Background: an optimization exercise with open tools, aiming at small area, a short achievable clock period and few clock cycles per item. Do not read the settings as production practice. Only simulation tests tie the RTL to the original design; equivalence was not proved. Power figures rest on the tool's default switching activity, not on a simulated workload.

== v44 ==
// rps_top
module rps_top (
    input  logic        i_clk,
    input  logic        i_rst_n,
    input  logic        i_in_valid,
    output logic        o_in_ready,
    input  logic [1:0]  i_in_action,
    input  logic [15:0] i_in_word,
    input  logic [7:0]  i_in_index,
    output logic        o_out_valid,
    input  logic        i_out_ready,
    output logic [7:0]  o_out_element,
    output logic        o_out_complete,
    output logic        o_out_error,
    input  logic        i_cfg_valid,
    output logic        o_cfg_ready,
    input  logic [7:0]  i_cfg_data
);
make LEC_CHECK=0 CAP_MARGIN=20 CELL_PAD_IN_SITES_DETAIL_PLACEMENT=1 CELL_PAD_IN_SITES_GLOBAL_PLACEMENT=1 CORE_MARGIN=2 CORE_UTILIZATION=25 CTS_CLUSTER_DIAMETER=80 CTS_CLUSTER_SIZE=30 PLACE_DENSITY=0.4 SETUP_SLACK_MARGIN=5.0 SLEW_MARGIN=20 finish   # period 8.0 ns
run.sh (not shown) runs the stock make flow with config.mk's settings and CLKGATE_MAP_FILE= SYNTH_SCRIPT=/design/flow/synth_recipe.tcl, a recipe that flattens the netlist after the stock synthesis.
Testbench counts of v44, summed over its fixed seeds: cycles 8,288, requests 8,184.
Relative to v44, the following input files were edited for v53:
- swapping 0.4 for 0.45 in PLACE_DENSITY
- swapping 25 for 40 in CORE_UTILIZATION
==> notes.md <==
- Delta (v53 minus v44): count of clock-buffer cells in the layout fell by 39, standard cell area after detailed placement fell by 2.5%, sequential power stayed essentially flat.
- Comparing the two runs side by side, v53 comes out ahead of v44 on setup slack at placement.
- Compared v53 vs v44, and static leakage is down in v53.
The following lists how v18 was set up differently from v53:
- swapping 0.45 for 0.42 in PLACE_DENSITY
- swapping 40 for 35 in CORE_UTILIZATION
### Flow results
v18 — relative area of clock buffers and inverters in the final design 0.35 points higher, v53 as reference
[compare] base=v53 new=v18: die area saw an increase, critical path depth dropped 3.
Cmp v18 vs v53: required arrival time at the worst endpoint lower in v18
On v18: share of the core filled with cells in the final layout is 5.1 points lower than what v53 gave.
v18 ended up with a lower sequential cell area share than v53 did.
Number of non-clock buffers is higher on v53
Summary of v18 over v53: violation count after the first detailed-route iteration -13%; final critical-path required period -0.070 ns.
Of the two values seen for startpoint of the worst setup timing path, u_core.r_out[7]$_DFF_P_ was produced by v18 and u_core.r_w_s[3]$_DFF_P_ by v53.
v18 went all the way through synthesis, placement and routing and the layout is clean on timing, DRC and antenna.
Looking at layout overhead on the synthesized area, v18 sits 1.1 points above v53.

---

the reference run:
rps_top, a different RTL version from the one above (not shown whole).
Size in the first run: roughly 110000 um^2 of cells after synthesis.
make LEC_CHECK=0 CAP_MARGIN=20 CELL_PAD_IN_SITES_DETAIL_PLACEMENT=1 CELL_PAD_IN_SITES_GLOBAL_PLACEMENT=1 CORE_MARGIN=2 CORE_UTILIZATION=35 CTS_CLUSTER_DIAMETER=80 CTS_CLUSTER_SIZE=30 PLACE_DENSITY=0.42 SETUP_SLACK_MARGIN=5.0 SLEW_MARGIN=20 finish   # period 8.0 ns
Testbench counts of the reference run, summed over its fixed seeds: cycles 8,288, requests 8,184.
#### Input delta (the trial run over the reference run)
# the reference run
export LEC_CHECK = 0
export CAP_MARGIN = 20
export CELL_PAD_IN_SITES_DETAIL_PLACEMENT = 1
export CELL_PAD_IN_SITES_GLOBAL_PLACEMENT = 1
export CORE_MARGIN = 2
export CORE_UTILIZATION = 35
export CTS_CLUSTER_DIAMETER = 80
export CTS_CLUSTER_SIZE = 30
export PLACE_DENSITY = 0.42
export SETUP_SLACK_MARGIN = 5.0
export SLEW_MARGIN = 20
create_clock -name core_clock -period 8.0 [get_ports {i_clk}]
# the trial run
export LEC_CHECK = 0
export CAP_MARGIN = 20
export CELL_PAD_IN_SITES_DETAIL_PLACEMENT = 1
export CELL_PAD_IN_SITES_GLOBAL_PLACEMENT = 1
export CORE_MARGIN = 2
export CORE_UTILIZATION = 25
export CTS_CLUSTER_DIAMETER = 80
export CTS_CLUSTER_SIZE = 30
export PLACE_DENSITY = 0.4
export SETUP_SLACK_MARGIN = 5.0
export SLEW_MARGIN = 20
create_clock -name core_clock -period 8.0 [get_ports {i_clk}]
==> comparison <==
The trial run: worst setup slack 0.051 ns above the reference run
Taking the reference run as the reference point, the sequential share of layout area of the trial run falls by 1.3 points.
Measured against each other, the reference run and the trial run differ in portion of total power attributed to sequential cells, the lower figure coming from the trial run.
The trial run vs. the reference run: die area grew by 130000 um^2; net switching fraction of the power moved up; global-route wire length before repair picked up an extra about 10%.
As far as critical path depth goes, the trial run and the reference run are indistinguishable; the numbers are identical.
Status: number of sinks driven by the clock tree parity (the trial run, the reference run)

==> separate check: timing with driven ports <==
The flow's constraints put no driver on any port. The routed layouts listed below were extracted and timed again, unchanged, in two steps.
Step 1 assumes that a clkbuf_16 drives the clock port and a buf_2 every other input.
Step 2 also shifts input and output timing later by t, the mid clock arrival at the registers, as if the neighbouring blocks saw the same clock.
a / b / c = ideal ports / drivers / drivers and shift; a / b = the first two.
run	shift t [ns]	setup WS [ns]	hold WS [ns]	worst data-port slew with drivers (ns)
v44	1.095	4.932 / 4.824 / 4.317	0.304 / 0.304 / 0.304	0.05
v53	1.005	4.917 / 4.908 / 4.377	0.323 / 0.323 / 0.323	0.04
v18	1.037	4.987 / 4.877 / 4.268	0.320 / 0.320 / 0.320	0.06
the reference run	1.040	4.789 / 4.669 / 4.136	0.324 / 0.324 / 0.324	0.07
the trial run	1.093	4.840 / 4.721 / 4.144	0.324 / 0.324 / 0.324	0.06
After both steps setup and hold are still met in every run listed. For v18, which loses most, drivers alone change the setup slack by -0.110 ns; drivers and shift together by -0.719 ns.
